This is an optimization exercise on Yosys and OpenROAD, whose aim is small area, a short achievable clock period and few clock cycles per item, not a production implementation.
For this run, only the layout was checked, not whether the RTL still works.

`flow/config.mk`:
```
export PLATFORM = sky130hd
export DESIGN_NAME = sparse_top
export DESIGN_NICKNAME = sparse_top
export VERILOG_FILES = /design/flow/design.v
export SDC_FILE = /design/flow/constraint.sdc
export NUM_CORES = 4
export LEC_CHECK = 0
export CAP_MARGIN = 20
export CORE_MARGIN = 2
export CORE_UTILIZATION = 40
export SETUP_SLACK_MARGIN = 3
export SLEW_MARGIN = 20
```
`flow/constraint.sdc`:
```
create_clock -name core_clock -period 7.0 [get_ports {clk}]
set_input_delay 1.4000 -clock core_clock [delete_from_list [all_inputs] [get_ports {clk}]]
set_output_delay 1.4000 -clock core_clock [all_outputs]
set_load 0.01 [all_outputs]
```
`flow/design.v`:
```
`timescale 1ns/1ns
package sparse_cfg_pkg;
  localparam int LANES_DEF = 4;
  localparam int DATA_W_DEF = 8;
  localparam int ACC_W_DEF = 24;
  localparam int SHIFT_DEF = 4;
endpackage
`timescale 1ns/1ns
package ctrl_pkg;
  typedef enum logic [1:0] {
    IDLE  = 2'd0,
    ACCUM = 2'd1,
    DRAIN = 2'd2,
    HOLD  = 2'd3
  } ctrl_state_e;
  typedef enum logic [1:0] {
    MAC_HOLD  = 2'd0,
    MAC_START = 2'd1,
    MAC_ACC   = 2'd2,
    MAC_LAST  = 2'd3
  } mac_op_e;
endpackage
`timescale 1ns/1ns
module sparse_decoder #(
  parameter int LANES  = 4,
  parameter int DATA_W = 8
) (
  input  logic [LANES*DATA_W-1:0] act_packed,
  input  logic [LANES-1:0]        act_mask,
  output logic [LANES*DATA_W-1:0] lanes_d
);
  always_comb begin
    int idx;
    idx = 0;
    for (int i = 0; i < LANES; i++) begin
      lanes_d[i*DATA_W +: DATA_W] = '0;
      if (act_mask[i]) begin
        lanes_d[i*DATA_W +: DATA_W] = act_packed[idx*DATA_W +: DATA_W];
        idx = idx + 1;
      end
    end
  end
endmodule
`timescale 1ns/1ns
module mac_lanes #(
  parameter int LANES  = 4,
  parameter int DATA_W = 8,
  parameter int ACC_W  = 24
) (
  input  logic                    clk,
  input  logic [LANES*DATA_W-1:0] lanes_d,
  input  logic                    accept,
  input  logic                    weight_load,
  input  logic [LANES*DATA_W-1:0] weight_word,
  input  logic                    acc_en,
  input  logic                    acc_clr,
  output logic [LANES*ACC_W-1:0]  acc_lanes
);
  logic [LANES*DATA_W-1:0] weight_q;
  logic [LANES*DATA_W-1:0] act_q;
  logic [ACC_W-1:0]        acc_s   [LANES];
  logic [ACC_W-1:0]        acc_c   [LANES];
  logic [ACC_W-1:0]        sum_s   [LANES];
  logic [ACC_W-1:0]        sum_c   [LANES];
  for (genvar i = 0; i < LANES; i++) begin : g_lane
    mac_tree tree (
      .a(act_q[i*DATA_W +: DATA_W]), .w(weight_q[i*DATA_W +: DATA_W]), .en(acc_en),
      .acc_s(acc_clr ? '0 : acc_s[i]), .acc_c(acc_clr ? '0 : acc_c[i]),
      .sum_s(sum_s[i]), .sum_c(sum_c[i])
    );
    assign acc_lanes[i*ACC_W +: ACC_W] = acc_s[i] + acc_c[i];
  end
  always_ff @(posedge clk) begin
    if (weight_load) begin
      weight_q <= weight_word;
    end
    if (accept) begin
      act_q <= lanes_d;
    end
    for (int i = 0; i < LANES; i++) begin
      acc_s[i] <= sum_s[i];
      acc_c[i] <= sum_c[i];
    end
  end
endmodule
module mac_tree (
  input  logic [7:0]  a,
  input  logic [7:0]  w,
  input  logic        en,
  input  logic [23:0] acc_s,
  input  logic [23:0] acc_c,
  output logic [23:0] sum_s,
  output logic [23:0] sum_c
);
  logic pp0_0;
  logic pp0_1;
  logic pp0_2;
  logic pp0_3;
  logic pp0_4;
  logic pp0_5;
  logic pp0_6;
  logic pp0_7;
  logic pp1_0;
  logic pp1_1;
  logic pp1_2;
  logic pp1_3;
  logic pp1_4;
  logic pp1_5;
  logic pp1_6;
  logic pp1_7;
  logic pp2_0;
  logic pp2_1;
  logic pp2_2;
  logic pp2_3;
  logic pp2_4;
  logic pp2_5;
  logic pp2_6;
  logic pp2_7;
  logic pp3_0;
  logic pp3_1;
  logic pp3_2;
  logic pp3_3;
  logic pp3_4;
  logic pp3_5;
  logic pp3_6;
  logic pp3_7;
  logic pp4_0;
  logic pp4_1;
  logic pp4_2;
  logic pp4_3;
  logic pp4_4;
  logic pp4_5;
  logic pp4_6;
  logic pp4_7;
  logic pp5_0;
  logic pp5_1;
  logic pp5_2;
  logic pp5_3;
  logic pp5_4;
  logic pp5_5;
  logic pp5_6;
  logic pp5_7;
  logic pp6_0;
  logic pp6_1;
  logic pp6_2;
  logic pp6_3;
  logic pp6_4;
  logic pp6_5;
  logic pp6_6;
  logic pp6_7;
  logic pp7_0;
  logic pp7_1;
  logic pp7_2;
  logic pp7_3;
  logic pp7_4;
  logic pp7_5;
  logic pp7_6;
  logic pp7_7;
  logic s1;
  logic c2;
  logic s3;
  logic c4;
  logic s5;
  logic c6;
  logic s7;
  logic c8;
  logic s9;
  logic c10;
  logic s11;
  logic c12;
  logic s13;
  logic c14;
  logic s15;
  logic c16;
  logic s17;
  logic c18;
  logic s19;
  logic c20;
  logic s21;
  logic c22;
  logic s23;
  logic c24;
  logic s25;
  logic c26;
  logic s27;
  logic c28;
  logic s29;
  logic c30;
  logic s31;
  logic c32;
  logic s33;
  logic c34;
  logic s35;
  logic c36;
  logic s37;
  logic c38;
  logic s39;
  logic c40;
  logic s41;
  logic c42;
  logic s43;
  logic c44;
  logic s45;
  logic c46;
  logic s47;
  logic c48;
  logic s49;
  logic c50;
  logic s51;
  logic c52;
  logic s53;
  logic c54;
  logic s55;
  logic c56;
  logic s57;
  logic c58;
  logic s59;
  logic c60;
  logic s61;
  logic c62;
  logic s63;
  logic c64;
  logic s65;
  logic c66;
  logic s67;
  logic c68;
  logic s69;
  logic c70;
  logic s71;
  logic c72;
  logic s73;
  logic c74;
  logic s75;
  logic c76;
  logic s77;
  logic c78;
  logic s79;
  logic c80;
  logic s81;
  logic c82;
  logic s83;
  logic c84;
  logic s85;
  logic c86;
  logic s87;
  logic c88;
  logic s89;
  logic c90;
  logic s91;
  logic c92;
  logic s93;
  logic c94;
  logic s95;
  logic c96;
  logic s97;
  logic c98;
  logic s99;
  logic c100;
  logic s101;
  logic c102;
  logic s103;
  logic c104;
  logic s105;
  logic c106;
  logic s107;
  logic c108;
  logic s109;
  logic c110;
  logic s111;
  logic c112;
  logic s113;
  logic c114;
  logic s115;
  logic c116;
  logic s117;
  logic c118;
  logic s119;
  logic c120;
  logic s121;
  logic c122;
  logic s123;
  logic c124;
  logic s125;
  logic c126;
  logic s127;
  logic c128;
  logic s129;
  logic c130;
  logic s131;
  logic c132;
  logic s133;
  logic c134;
  logic s135;
  logic c136;
  logic s137;
  logic c138;
  logic s139;
  logic c140;
  logic s141;
  logic c142;
  logic s143;
  logic c144;
  logic s145;
  logic c146;
  logic s147;
  logic c148;
  logic s149;
  logic c150;
  logic s151;
  logic c152;
  logic s153;
  logic c154;
  logic s155;
  logic c156;
  logic s157;
  logic c158;
  logic s159;
  logic c160;
  logic s161;
  logic c162;
  logic s163;
  logic c164;
  logic s165;
  logic c166;
  logic s167;
  logic c168;
  logic s169;
  logic c170;
  logic s171;
  logic c172;
  logic s173;
  logic c174;
  logic s175;
  logic c176;
  logic s177;
  logic c178;
  assign pp0_0 = a[0] & w[0] & en;
  assign pp0_1 = a[1] & w[0] & en;
  assign pp0_2 = a[2] & w[0] & en;
  assign pp0_3 = a[3] & w[0] & en;
  assign pp0_4 = a[4] & w[0] & en;
  assign pp0_5 = a[5] & w[0] & en;
  assign pp0_6 = a[6] & w[0] & en;
  assign pp0_7 = a[7] & w[0] & en;
  assign pp1_0 = a[0] & w[1] & en;
  assign pp1_1 = a[1] & w[1] & en;
  assign pp1_2 = a[2] & w[1] & en;
  assign pp1_3 = a[3] & w[1] & en;
  assign pp1_4 = a[4] & w[1] & en;
  assign pp1_5 = a[5] & w[1] & en;
  assign pp1_6 = a[6] & w[1] & en;
  assign pp1_7 = a[7] & w[1] & en;
  assign pp2_0 = a[0] & w[2] & en;
  assign pp2_1 = a[1] & w[2] & en;
  assign pp2_2 = a[2] & w[2] & en;
  assign pp2_3 = a[3] & w[2] & en;
  assign pp2_4 = a[4] & w[2] & en;
  assign pp2_5 = a[5] & w[2] & en;
  assign pp2_6 = a[6] & w[2] & en;
  assign pp2_7 = a[7] & w[2] & en;
  assign pp3_0 = a[0] & w[3] & en;
  assign pp3_1 = a[1] & w[3] & en;
  assign pp3_2 = a[2] & w[3] & en;
  assign pp3_3 = a[3] & w[3] & en;
  assign pp3_4 = a[4] & w[3] & en;
  assign pp3_5 = a[5] & w[3] & en;
  assign pp3_6 = a[6] & w[3] & en;
  assign pp3_7 = a[7] & w[3] & en;
  assign pp4_0 = a[0] & w[4] & en;
  assign pp4_1 = a[1] & w[4] & en;
  assign pp4_2 = a[2] & w[4] & en;
  assign pp4_3 = a[3] & w[4] & en;
  assign pp4_4 = a[4] & w[4] & en;
  assign pp4_5 = a[5] & w[4] & en;
  assign pp4_6 = a[6] & w[4] & en;
  assign pp4_7 = a[7] & w[4] & en;
  assign pp5_0 = a[0] & w[5] & en;
  assign pp5_1 = a[1] & w[5] & en;
  assign pp5_2 = a[2] & w[5] & en;
  assign pp5_3 = a[3] & w[5] & en;
  assign pp5_4 = a[4] & w[5] & en;
  assign pp5_5 = a[5] & w[5] & en;
  assign pp5_6 = a[6] & w[5] & en;
  assign pp5_7 = a[7] & w[5] & en;
  assign pp6_0 = a[0] & w[6] & en;
  assign pp6_1 = a[1] & w[6] & en;
  assign pp6_2 = a[2] & w[6] & en;
  assign pp6_3 = a[3] & w[6] & en;
  assign pp6_4 = a[4] & w[6] & en;
  assign pp6_5 = a[5] & w[6] & en;
  assign pp6_6 = a[6] & w[6] & en;
  assign pp6_7 = a[7] & w[6] & en;
  assign pp7_0 = ~(a[0] & w[7] & en);
  assign pp7_1 = ~(a[1] & w[7] & en);
  assign pp7_2 = ~(a[2] & w[7] & en);
  assign pp7_3 = ~(a[3] & w[7] & en);
  assign pp7_4 = ~(a[4] & w[7] & en);
  assign pp7_5 = ~(a[5] & w[7] & en);
  assign pp7_6 = ~(a[6] & w[7] & en);
  assign pp7_7 = ~(a[7] & w[7] & en);
  assign s1 = acc_s[7] ^ acc_c[7] ^ 1'b1;
  assign c2 = (acc_s[7] & acc_c[7]) | (acc_s[7] & 1'b1) | (acc_c[7] & 1'b1);
  assign s3 = acc_s[8] ^ acc_c[8];
  assign c4 = acc_s[8] & acc_c[8];
  assign s5 = acc_s[4] ^ acc_c[4];
  assign c6 = acc_s[4] & acc_c[4];
  assign s7 = acc_s[5] ^ acc_c[5] ^ pp0_5;
  assign c8 = (acc_s[5] & acc_c[5]) | (acc_s[5] & pp0_5) | (acc_c[5] & pp0_5);
  assign s9 = pp1_4 ^ pp2_3;
  assign c10 = pp1_4 & pp2_3;
  assign s11 = acc_s[6] ^ acc_c[6] ^ pp0_6;
  assign c12 = (acc_s[6] & acc_c[6]) | (acc_s[6] & pp0_6) | (acc_c[6] & pp0_6);
  assign s13 = pp1_5 ^ pp2_4 ^ pp3_3;
  assign c14 = (pp1_5 & pp2_4) | (pp1_5 & pp3_3) | (pp2_4 & pp3_3);
  assign s15 = pp4_2 ^ pp5_1;
  assign c16 = pp4_2 & pp5_1;
  assign s17 = pp0_7 ^ pp1_6 ^ pp2_5;
  assign c18 = (pp0_7 & pp1_6) | (pp0_7 & pp2_5) | (pp1_6 & pp2_5);
  assign s19 = pp3_4 ^ pp4_3 ^ pp5_2;
  assign c20 = (pp3_4 & pp4_3) | (pp3_4 & pp5_2) | (pp4_3 & pp5_2);
  assign s21 = pp6_1 ^ pp7_0 ^ s1;
  assign c22 = (pp6_1 & pp7_0) | (pp6_1 & s1) | (pp7_0 & s1);
  assign s23 = pp1_7 ^ pp2_6 ^ pp3_5;
  assign c24 = (pp1_7 & pp2_6) | (pp1_7 & pp3_5) | (pp2_6 & pp3_5);
  assign s25 = pp4_4 ^ pp5_3 ^ pp6_2;
  assign c26 = (pp4_4 & pp5_3) | (pp4_4 & pp6_2) | (pp5_3 & pp6_2);
  assign s27 = pp7_1 ^ s3 ^ c2;
  assign c28 = (pp7_1 & s3) | (pp7_1 & c2) | (s3 & c2);
  assign s29 = acc_s[9] ^ acc_c[9] ^ pp2_7;
  assign c30 = (acc_s[9] & acc_c[9]) | (acc_s[9] & pp2_7) | (acc_c[9] & pp2_7);
  assign s31 = pp3_6 ^ pp4_5 ^ pp5_4;
  assign c32 = (pp3_6 & pp4_5) | (pp3_6 & pp5_4) | (pp4_5 & pp5_4);
  assign s33 = pp6_3 ^ pp7_2 ^ c4;
  assign c34 = (pp6_3 & pp7_2) | (pp6_3 & c4) | (pp7_2 & c4);
  assign s35 = acc_s[10] ^ acc_c[10] ^ pp3_7;
  assign c36 = (acc_s[10] & acc_c[10]) | (acc_s[10] & pp3_7) | (acc_c[10] & pp3_7);
  assign s37 = pp4_6 ^ pp5_5 ^ pp6_4;
  assign c38 = (pp4_6 & pp5_5) | (pp4_6 & pp6_4) | (pp5_5 & pp6_4);
  assign s39 = acc_s[11] ^ acc_c[11] ^ pp4_7;
  assign c40 = (acc_s[11] & acc_c[11]) | (acc_s[11] & pp4_7) | (acc_c[11] & pp4_7);
  assign s41 = acc_s[2] ^ acc_c[2];
  assign c42 = acc_s[2] & acc_c[2];
  assign s43 = acc_s[3] ^ acc_c[3] ^ pp0_3;
  assign c44 = (acc_s[3] & acc_c[3]) | (acc_s[3] & pp0_3) | (acc_c[3] & pp0_3);
  assign s45 = pp1_2 ^ pp2_1;
  assign c46 = pp1_2 & pp2_1;
  assign s47 = pp0_4 ^ pp1_3 ^ pp2_2;
  assign c48 = (pp0_4 & pp1_3) | (pp0_4 & pp2_2) | (pp1_3 & pp2_2);
  assign s49 = pp3_1 ^ pp4_0 ^ s5;
  assign c50 = (pp3_1 & pp4_0) | (pp3_1 & s5) | (pp4_0 & s5);
  assign s51 = pp3_2 ^ pp4_1 ^ pp5_0;
  assign c52 = (pp3_2 & pp4_1) | (pp3_2 & pp5_0) | (pp4_1 & pp5_0);
  assign s53 = c6 ^ s9 ^ s7;
  assign c54 = (c6 & s9) | (c6 & s7) | (s9 & s7);
  assign s55 = pp6_0 ^ c10 ^ s15;
  assign c56 = (pp6_0 & c10) | (pp6_0 & s15) | (c10 & s15);
  assign s57 = c8 ^ s11 ^ s13;
  assign c58 = (c8 & s11) | (c8 & s13) | (s11 & s13);
  assign s59 = c16 ^ c12 ^ c14;
  assign c60 = (c16 & c12) | (c16 & c14) | (c12 & c14);
  assign s61 = s17 ^ s19 ^ s21;
  assign c62 = (s17 & s19) | (s17 & s21) | (s19 & s21);
  assign s63 = c18 ^ c20 ^ s23;
  assign c64 = (c18 & c20) | (c18 & s23) | (c20 & s23);
  assign s65 = s25 ^ c22 ^ s27;
  assign c66 = (s25 & c22) | (s25 & s27) | (c22 & s27);
  assign s67 = c24 ^ c26 ^ s29;
  assign c68 = (c24 & c26) | (c24 & s29) | (c26 & s29);
  assign s69 = s31 ^ s33 ^ c28;
  assign c70 = (s31 & s33) | (s31 & c28) | (s33 & c28);
  assign s71 = pp7_3 ^ c30 ^ c32;
  assign c72 = (pp7_3 & c30) | (pp7_3 & c32) | (c30 & c32);
  assign s73 = c34 ^ s35 ^ s37;
  assign c74 = (c34 & s35) | (c34 & s37) | (s35 & s37);
  assign s75 = pp5_6 ^ pp6_5 ^ pp7_4;
  assign c76 = (pp5_6 & pp6_5) | (pp5_6 & pp7_4) | (pp6_5 & pp7_4);
  assign s77 = c36 ^ c38 ^ s39;
  assign c78 = (c36 & c38) | (c36 & s39) | (c38 & s39);
  assign s79 = acc_s[12] ^ acc_c[12] ^ pp5_7;
  assign c80 = (acc_s[12] & acc_c[12]) | (acc_s[12] & pp5_7) | (acc_c[12] & pp5_7);
  assign s81 = pp6_6 ^ pp7_5 ^ c40;
  assign c82 = (pp6_6 & pp7_5) | (pp6_6 & c40) | (pp7_5 & c40);
  assign s83 = acc_s[13] ^ acc_c[13] ^ pp6_7;
  assign c84 = (acc_s[13] & acc_c[13]) | (acc_s[13] & pp6_7) | (acc_c[13] & pp6_7);
  assign s85 = acc_s[1] ^ acc_c[1];
  assign c86 = acc_s[1] & acc_c[1];
  assign s87 = pp0_2 ^ pp1_1 ^ pp2_0;
  assign c88 = (pp0_2 & pp1_1) | (pp0_2 & pp2_0) | (pp1_1 & pp2_0);
  assign s89 = pp3_0 ^ c42 ^ s45;
  assign c90 = (pp3_0 & c42) | (pp3_0 & s45) | (c42 & s45);
  assign s91 = c46 ^ c44 ^ s47;
  assign c92 = (c46 & c44) | (c46 & s47) | (c44 & s47);
  assign s93 = c48 ^ s51 ^ c50;
  assign c94 = (c48 & s51) | (c48 & c50) | (s51 & c50);
  assign s95 = c52 ^ s55 ^ c54;
  assign c96 = (c52 & s55) | (c52 & c54) | (s55 & c54);
  assign s97 = c56 ^ s59 ^ c58;
  assign c98 = (c56 & s59) | (c56 & c58) | (s59 & c58);
  assign s99 = c60 ^ s63 ^ c62;
  assign c100 = (c60 & s63) | (c60 & c62) | (s63 & c62);
  assign s101 = c64 ^ s67 ^ c66;
  assign c102 = (c64 & s67) | (c64 & c66) | (s67 & c66);
  assign s103 = s71 ^ c68 ^ s73;
  assign c104 = (s71 & c68) | (s71 & s73) | (c68 & s73);
  assign s105 = s75 ^ c72 ^ c74;
  assign c106 = (s75 & c72) | (s75 & c74) | (c72 & c74);
  assign s107 = c76 ^ s79 ^ s81;
  assign c108 = (c76 & s79) | (c76 & s81) | (s79 & s81);
  assign s109 = pp7_6 ^ c80 ^ s83;
  assign c110 = (pp7_6 & c80) | (pp7_6 & s83) | (c80 & s83);
  assign s111 = acc_s[14] ^ acc_c[14] ^ pp7_7;
  assign c112 = (acc_s[14] & acc_c[14]) | (acc_s[14] & pp7_7) | (acc_c[14] & pp7_7);
  assign s113 = acc_s[15] ^ acc_c[15];
  assign c114 = acc_s[15] & acc_c[15];
  assign s115 = acc_s[16] ^ acc_c[16];
  assign c116 = acc_s[16] & acc_c[16];
  assign s117 = acc_s[17] ^ acc_c[17];
  assign c118 = acc_s[17] & acc_c[17];
  assign s119 = acc_s[18] ^ acc_c[18];
  assign c120 = acc_s[18] & acc_c[18];
  assign s121 = acc_s[19] ^ acc_c[19];
  assign c122 = acc_s[19] & acc_c[19];
  assign s123 = acc_s[20] ^ acc_c[20];
  assign c124 = acc_s[20] & acc_c[20];
  assign s125 = acc_s[21] ^ acc_c[21];
  assign c126 = acc_s[21] & acc_c[21];
  assign s127 = acc_s[22] ^ acc_c[22];
  assign c128 = acc_s[22] & acc_c[22];
  assign s129 = acc_s[23] ^ acc_c[23];
  assign c130 = acc_s[23] & acc_c[23];
  assign s131 = acc_s[0] ^ acc_c[0];
  assign c132 = acc_s[0] & acc_c[0];
  assign s133 = pp0_1 ^ pp1_0 ^ s85;
  assign c134 = (pp0_1 & pp1_0) | (pp0_1 & s85) | (pp1_0 & s85);
  assign s135 = c86 ^ s41 ^ s87;
  assign c136 = (c86 & s41) | (c86 & s87) | (s41 & s87);
  assign s137 = c88 ^ s43 ^ s89;
  assign c138 = (c88 & s43) | (c88 & s89) | (s43 & s89);
  assign s139 = s49 ^ c90 ^ s91;
  assign c140 = (s49 & c90) | (s49 & s91) | (c90 & s91);
  assign s141 = c92 ^ s53 ^ s93;
  assign c142 = (c92 & s53) | (c92 & s93) | (s53 & s93);
  assign s143 = c94 ^ s57 ^ s95;
  assign c144 = (c94 & s57) | (c94 & s95) | (s57 & s95);
  assign s145 = c96 ^ s61 ^ s97;
  assign c146 = (c96 & s61) | (c96 & s97) | (s61 & s97);
  assign s147 = s65 ^ c98 ^ s99;
  assign c148 = (s65 & c98) | (s65 & s99) | (c98 & s99);
  assign s149 = s69 ^ c100 ^ s101;
  assign c150 = (s69 & c100) | (s69 & s101) | (c100 & s101);
  assign s151 = c70 ^ s103 ^ c102;
  assign c152 = (c70 & s103) | (c70 & c102) | (s103 & c102);
  assign s153 = s77 ^ c104 ^ s105;
  assign c154 = (s77 & c104) | (s77 & s105) | (c104 & s105);
  assign s155 = c78 ^ c106 ^ s107;
  assign c156 = (c78 & c106) | (c78 & s107) | (c106 & s107);
  assign s157 = c82 ^ s109 ^ c108;
  assign c158 = (c82 & s109) | (c82 & c108) | (s109 & c108);
  assign s159 = c84 ^ s111 ^ c110;
  assign c160 = (c84 & s111) | (c84 & c110) | (s111 & c110);
  assign s161 = 1'b1 ^ s113 ^ c112;
  assign c162 = (1'b1 & s113) | (1'b1 & c112) | (s113 & c112);
  assign s163 = 1'b1 ^ c114 ^ s115;
  assign c164 = (1'b1 & c114) | (1'b1 & s115) | (c114 & s115);
  assign s165 = 1'b1 ^ c116 ^ s117;
  assign c166 = (1'b1 & c116) | (1'b1 & s117) | (c116 & s117);
  assign s167 = 1'b1 ^ c118 ^ s119;
  assign c168 = (1'b1 & c118) | (1'b1 & s119) | (c118 & s119);
  assign s169 = 1'b1 ^ c120 ^ s121;
  assign c170 = (1'b1 & c120) | (1'b1 & s121) | (c120 & s121);
  assign s171 = 1'b1 ^ c122 ^ s123;
  assign c172 = (1'b1 & c122) | (1'b1 & s123) | (c122 & s123);
  assign s173 = 1'b1 ^ c124 ^ s125;
  assign c174 = (1'b1 & c124) | (1'b1 & s125) | (c124 & s125);
  assign s175 = 1'b1 ^ c126 ^ s127;
  assign c176 = (1'b1 & c126) | (1'b1 & s127) | (c126 & s127);
  assign s177 = 1'b1 ^ c128 ^ s129;
  assign c178 = (1'b1 & c128) | (1'b1 & s129) | (c128 & s129);
  assign sum_s = {c176, c174, c172, c170, c168, c166, c164, c162, c160, c158, c156, c154, c152, c150, c148, c146, c144, c142, c140, c138, c136, c134, c132, pp0_0};
  assign sum_c = {s177, s175, s173, s171, s169, s167, s165, s163, s161, s159, s157, s155, s153, s151, s149, s147, s145, s143, s141, s139, s137, s135, s133, s131};
endmodule
`timescale 1ns/1ns
module result_encoder #(
  parameter int LANES     = 4,
  parameter int DATA_W    = 8,
  parameter int ACC_W     = 24,
  parameter int OUT_SHIFT = 4
) (
  input  logic                    clk,
  input  logic [LANES*ACC_W-1:0]  acc_lanes,
  input  logic                    out_load,
  output logic [LANES*DATA_W-1:0] out_packed,
  output logic [LANES-1:0]        out_mask
);
  logic [LANES*DATA_W-1:0] packed_d;
  logic [LANES-1:0]        mask_d;
  logic [DATA_W-1:0] q  [LANES];
  logic [LANES-1:0]  nz;
  always_comb begin
    for (int i = 0; i < LANES; i++) begin
      logic [ACC_W-1:0] a;
      logic             neg, ovf;
      a     = acc_lanes[i*ACC_W +: ACC_W];
      neg   = a[ACC_W-1];
      ovf   = |a[ACC_W-2:OUT_SHIFT+DATA_W];
      q[i]  = (a[OUT_SHIFT +: DATA_W] | {DATA_W{ovf}}) & {DATA_W{!neg}};
      nz[i] = !neg && (ovf || (|a[OUT_SHIFT +: DATA_W]));
    end
  end
  always_comb begin
    logic [LANES-1:0] sel [LANES];    
    for (int k = 0; k < LANES; k++) begin
      sel[k] = '0;
    end
    for (int j = 0; j < LANES; j++) begin
      for (int m = 0; m < (1 << j); m++) begin
        if ((nz & LANES'((1 << j) - 1)) == LANES'(m)) begin
          sel[$countones(m)][j] = 1'b1;
        end
      end
    end
    for (int k = 0; k < LANES; k++) begin
      packed_d[k*DATA_W +: DATA_W] = '0;
      for (int j = k; j < LANES; j++) begin
        packed_d[k*DATA_W +: DATA_W] = packed_d[k*DATA_W +: DATA_W] | (q[j] & {DATA_W{sel[k][j]}});
      end
    end
    mask_d = nz;
  end
  always_ff @(posedge clk) begin
    if (out_load) begin
      out_packed <= packed_d;
      out_mask   <= mask_d;
    end
  end
endmodule
`timescale 1ns/1ns
module flow_controller (
  input  logic clk,
  input  logic rst_n,
  input  logic weights_valid,
  output logic weights_ready,
  input  logic act_valid,
  input  logic act_last,
  output logic act_ready,
  output logic out_valid,
  input  logic out_ready,
  output logic accept,       
  output logic weight_load,
  output logic acc_en,       
  output logic acc_clr,      
  output logic out_load      
);
  logic in_group;
  logic v0, last0, first0;
  logic pend;
  logic stall;
  logic v0_n, pend_n, out_valid_n, in_group_n, act_ready_n, first0_n, acc_en_n;
  assign accept      = act_valid && act_ready;
  assign weight_load = weights_valid && weights_ready;
  assign stall    = pend && out_valid;
  assign out_load = pend && !stall;
  always_comb begin
    in_group_n  = accept ? !act_last : in_group;
    v0_n        = accept || (v0 && stall);
    pend_n      = stall ? pend : (v0 && last0);
    out_valid_n = out_load || (out_valid && !out_ready);
    act_ready_n = !(v0_n && pend_n && out_valid_n);
    first0_n    = accept ? !in_group : first0;
    acc_en_n    = v0_n && !(pend_n && out_valid_n);
  end
  always_ff @(posedge clk or negedge rst_n) begin
    if (!rst_n) begin
      in_group      <= 1'b0;
      v0            <= 1'b0;
      pend          <= 1'b0;
      out_valid     <= 1'b0;
      act_ready     <= 1'b0;
      weights_ready <= 1'b0;
      acc_en        <= 1'b0;
      acc_clr       <= 1'b0;
    end else begin
      in_group      <= in_group_n;
      v0            <= v0_n;
      pend          <= pend_n;
      out_valid     <= out_valid_n;
      act_ready     <= act_ready_n;
      weights_ready <= act_ready_n && !in_group_n;
      acc_en        <= acc_en_n;
      acc_clr       <= acc_en_n && first0_n;
    end
  end
  always_ff @(posedge clk) begin
    if (accept) begin
      last0  <= act_last;
      first0 <= !in_group;
    end
  end
endmodule
`timescale 1ns/1ns
module sparse_top #(
  parameter int LANES     = sparse_cfg_pkg::LANES_DEF,
  parameter int DATA_W    = sparse_cfg_pkg::DATA_W_DEF,
  parameter int ACC_W     = sparse_cfg_pkg::ACC_W_DEF,
  parameter int OUT_SHIFT = sparse_cfg_pkg::SHIFT_DEF
) (
  input  logic                    clk,
  input  logic                    rst_n,
  input  logic [LANES*DATA_W-1:0] weights_in,
  input  logic                    weights_valid,
  output logic                    weights_ready,
  input  logic [LANES*DATA_W-1:0] act_packed,
  input  logic [LANES-1:0]        act_mask,
  input  logic                    act_last,
  input  logic                    act_valid,
  output logic                    act_ready,
  output logic [LANES*DATA_W-1:0] out_packed,
  output logic [LANES-1:0]        out_mask,
  output logic                    out_valid,
  input  logic                    out_ready
);
  logic [LANES*DATA_W-1:0] lanes_d;
  logic [LANES*ACC_W-1:0]  acc_lanes;
  logic accept, weight_load, acc_en, acc_clr, out_load;
  flow_controller controller (
    .clk(clk), .rst_n(rst_n),
    .weights_valid(weights_valid), .weights_ready(weights_ready),
    .act_valid(act_valid), .act_last(act_last), .act_ready(act_ready),
    .out_valid(out_valid), .out_ready(out_ready),
    .accept(accept), .weight_load(weight_load),
    .acc_en(acc_en), .acc_clr(acc_clr), .out_load(out_load)
  );
  sparse_decoder #(.LANES(LANES), .DATA_W(DATA_W)) decoder (
    .act_packed(act_packed), .act_mask(act_mask), .lanes_d(lanes_d)
  );
  mac_lanes #(.LANES(LANES), .DATA_W(DATA_W), .ACC_W(ACC_W)) mac (
    .clk(clk),
    .lanes_d(lanes_d), .accept(accept),
    .weight_load(weight_load), .weight_word(weights_in),
    .acc_en(acc_en), .acc_clr(acc_clr), .acc_lanes(acc_lanes)
  );
  result_encoder #(
    .LANES(LANES), .DATA_W(DATA_W), .ACC_W(ACC_W), .OUT_SHIFT(OUT_SHIFT)
  ) encoder (
    .clk(clk),
    .acc_lanes(acc_lanes), .out_load(out_load),
    .out_packed(out_packed), .out_mask(out_mask)
  );
endmodule
```
`flow/run.sh`:
```
#!/bin/bash
# synth_recipe.tcl (not shown) runs the flow's synth.tcl, then flattens the netlist and writes it again
# the make line also repeats each setting of config.mk as NAME=value (left out here)
make -C /OpenROAD-flow-scripts/flow DESIGN_CONFIG=/design/flow/config.mk WORK_HOME=/design/flow/orfs CLKGATE_MAP_FILE= SYNTH_SCRIPT=/design/flow/synth_recipe.tcl finish
```
==> run_results.csv <==
group,metric,value,unit
layout,most_frequent_cells_in_the_layout,"inv_1 (397), fa_1 (248), dfxtp_1 (179)",
drt,antenna_left,0,
drt,routed_wirelength,58100,um
worst_setup_path,critPathCaptureType,"flop",
min_path,min_to,"controller.first0",
die,total_die_area,61770,sq um
grt,antenna_found_initial,4,
layout,multi_input_area,15780,sq um
placed_design,io_buffers,112,
synthesis,synth_top_area_share,20.76,%
min_path,min_path_cells,2,
die,core_ar,59020,sq um
placed_design,dpl-instance-area,25980,sq um
cts,numClockSinks,302,
cts,clk_path_buf_depth,3,
layout,design.final.nets,3048,
die,std_cell_rows,89,
placed_design,dpl.cell_count,3220,
drt,vias_per_cell,5.220,
worst_setup_path,cell_depth_of_the_worst_flop_to_flop_path,16,
grt,grt_max_degree,121,
sta,max_freq,235.7,MHz
sta,worst_slew_pin_slew,1.058,ns
layout,area.growth.synth_to_final,18.87,%
synthesis,average_footprint_of_a_synthesized_cell,9.904,sq um
synthesis,xor_xnor_share_of_the_synthesized_area,2.051,%
die,die_w,248.5,um
layout,instances_no_fill,3340,
synthesis,simple_gate_share_of_the_synthesized_area,17.80,%
drt,number_of_iterations_in_the_first_detailed_routing_pass,5,
die,initial_cell_density_of_the_core,40.53,%
layout,post-route-cell-area,28430,sq um
synthesis,netlist_instances,2415,
synthesis,synth-compound-area-share,9.605,%
drt,vias,17430,
min_path,worst_hold_path_type,"flop to flop",
synthesis,synth_adder_area_share,30.91,%
sta,timing.clock.skew,0.02734,ns
cts,clock_insertion_delay_worst_skew,0.57,ns
die,boundaryPins,113,
worst_setup_path,cp_max_fo,11,
cts,clk_root_buffer_cell,"clkbuf_16",
layout,layout_commonest_cell,"inv_1",
worst_setup_path,regToRegEndpoint,"encoder.out_packed[14]",
synthesis,yosys_register_bits,302,
layout,final-seq-area,7122,sq um
sta,final-setup-viol-count,0,
synthesis,synth_top_flop_cell,"dfxtp_1",
grt,first_global_vias,17820,
cts,clkSlewWorstSetupHoldPaths,0.06,ns
worst_setup_path,timing.critical_path.from_type,"flop",
synthesis,synth_seq_area_share,29.67,%
drt,post-route-drc-count,0,
synthesis,synth-edff-count,101,
grt,grt_first_pass_wirelength,94300,um
drt,wire_per_inst,17.39,um
synthesis,postSynth.asyncResetShare,2.649,%
sta,setup_repair_after_global_routing_missed_its_margin,"true",
cts,clock_tree_from_tritoncts,"built",
die,chipHeight,248.5,um
cts,clock_tree.htree_level_count,2,
cts,cts_hold_repair.buffers,0,
layout,final_layout_size_suffix_gt1_share,11.08,%
worst_setup_path,setup.reg_to_reg.worst_slack,2.76,ns
placed_design,hpwlAfterDp,44020,um
worst_setup_path,crit_arrival,4.53,ns
synthesis,synthMuxAreaShare,2.307,%
sta,finalCriticalPeriod,4.243,ns
layout,fill_cells,5430,
sta,final_hold_violating_endpoints,0,
synthesis,synth_top_family_by_area,"adder cells",
worst_setup_path,critical_path_required,7.29,ns
synthesis,synth-warning-count,12,
synthesis,synth_area_leaders,"fa_1 (21%), dfxtp_1 (16%), edfxtp_1 (13%), ha_1 (10%), inv_1 (6.2%)",
synthesis,synth_nets,2931,
min_path,hold_start,"controller.first0",
worst_setup_path,worstReg2RegStart,"mac.acc_c[0][5]",
synthesis,post-synth-top-area-cell,"fa_1",
run,max-cap-violations,0,
sta,maxSlewViolCount,0,
synthesis,synth_cell_type_count,86,
grt,grt_util_all_layers,18.69,%
sta,totalNegativeSetupSlack,0,ns
status,outcome,"finished clean",
cts,cts-buffers-inserted,41,
drt,dr.first_iter.drc_count,1126,
worst_setup_path,crit_type,"flop to flop",
sta,min_period_over_period,60.62,%
sta,max_slew_margin,29.48,%
grt,grt.overflow.total,0,
synthesis,synth.cell_area,23920,sq um
placed_design,gp_routability_congestion,0.8650,
## area by class of cell
cell class	instances	area share [%]
inverter	399	5.285
tap	773	3.402
clock buffer	53	4.027
multi-input combinational	1630	55.51
clock inverter	22	1.056
timing repair buffer	158	5.642
antenna	3	0.02640
sequential	302	25.05
## routing by layer
layer  vias to the layer above  track usage, %  share of wire, %
met1                      8485           26.82                48
met3                        74           3.748               6.7
li1                       8359               -                 -
met5                         -               0             0.019
met4                         2           4.209               1.6
met2                       514           29.10                44
## synthesized netlist by cell type, types with 4 or more instances
cell and n:
o211ai_1 17, a31oi_1 9, o21ai_0 72, ha_1 194, and3_1 166, a21o_1 18, xnor2_1 40, o21a_1 18
o22ai_1 15, and4_1 8, o211ai_2 6, buf_2 6, nand2_1 87, nor3_1 18, or2_2 6, a2111oi_0 4
o2111ai_1 7, nor2_1 92, nand2b_1 43, nor2b_1 168, a211o_1 4, o21bai_1 8, nand4_1 20, edfxtp_1 101
clkbuf_1 77, or3_1 11, mux4_2 16, dfrtp_1 8, xor2_1 16, and2_1 29, nand3_1 88, a21oi_1 80
mux2i_1 18, or4_1 10, a22o_1 4, o41ai_1 4, dfxtp_1 193, o221ai_1 12, a221oi_1 6, inv_1 397
fa_1 248, a211oi_1 7
## critical path, cell delays in order (launching register included)
cell and delay [ns]:
dfxtp_1 0.37, ha_4 0.24, a21oi_1 0.20, o221ai_2 0.18
a221oi_2 0.37, a21oi_1 0.13, or3_1 0.32, a221o_1 0.38
or4_4 0.56, o21ai_4 0.18, buf_12 0.14, inv_6 0.07
ha_4 0.16, or2_4 0.27, mux2i_4 0.16, buf_12 0.15
o221ai_2 0.09
## worst max-delay path by stage
stage	from	to	cells past startpoint
floorplan	mac.acc_c[0][1]	encoder.out_packed[12]	15
global placement	mac.acc_c[1][1]	encoder.out_packed[8]	15
detailed placement	mac.acc_c[1][1]	encoder.out_packed[13]	15
CTS	mac.acc_c[3][10]	encoder.out_packed[15]	10
global route	mac.acc_c[0][15]	encoder.out_packed[9]	16
finish	mac.acc_c[0][5]	encoder.out_packed[14]	16
## what timing repair did
action                     4_1_cts  5_1_grt
buffers inserted                26       15
setup endpoints to repair       44       45
pin swaps                       28       23
hold endpoints to repair         0        0
gates resized for setup         69       73
## sequential cells by signal (all words and copies together), names as in the netlist
| register | flops |
|---|---|
| controller.pend | 1 |
| encoder.out_packed | 32 |
| controller.act_ready | 1 |
| controller.last0 | 1 |
| mac.act_q | 32 |
| mac.acc_c | 96 |
| mac.weight_q | 32 |
| mac.acc_s | 96 |
| controller.acc_clr | 1 |
| controller.v0 | 1 |
| controller.acc_en | 1 |
| controller.out_valid | 1 |
| controller.in_group | 1 |
| encoder.out_mask | 4 |
| controller.weights_ready | 1 |
| controller.first0 | 1 |
## per-stage QoR
stage / worst slack (ns) / util [%] / hold slack (ns)
floorplan: 2.815 / - / 0.4222
global placement: 2.285 / 44.02 / 0.4470
detailed placement: 2.081 / 44.02 / 0.4523
CTS: 2.799 / 47.45 / 0.4666
global route: 2.617 / 48.16 / 0.4967
finish: 2.757 / 48.17 / 0.4583
## cells by family (layout without fill, tap and decap cells)
kind of cell,after synthesis,count (layout)
compound gates,334,334
xor+xnor,56,56
fa+ha+maj,442,442
buf+inv,483,632
flops,302,302
mux,35,35
other cells,0,3
simple gates,763,763

[what the ideal ports hide]
The flow's constraints put no driver on any port. The routed layout listed below was extracted and timed again, unchanged, in two steps. Step 1: set_driving_cell puts a clkbuf_16 on clk and a buf_2 on each other input, an assumption about the parent block. Step 2, shift: input delay + t, output delay - t, t = (earliest + latest rising clock arrival at the registers) / 2. This alone moves slack from input paths to output paths. Three values: ideal, step 1, step 2; two values: the first two.
shift t [ns]: 0.613
slack for setup (ns): 2.757 / 2.757 / 2.757
worst register clock-pin slew, ns: 0.06 / 0.06
After both steps this run still meets setup and hold. The setup slack of this run moves by 0.000 ns with the drivers and by 0.000 ns with both steps.
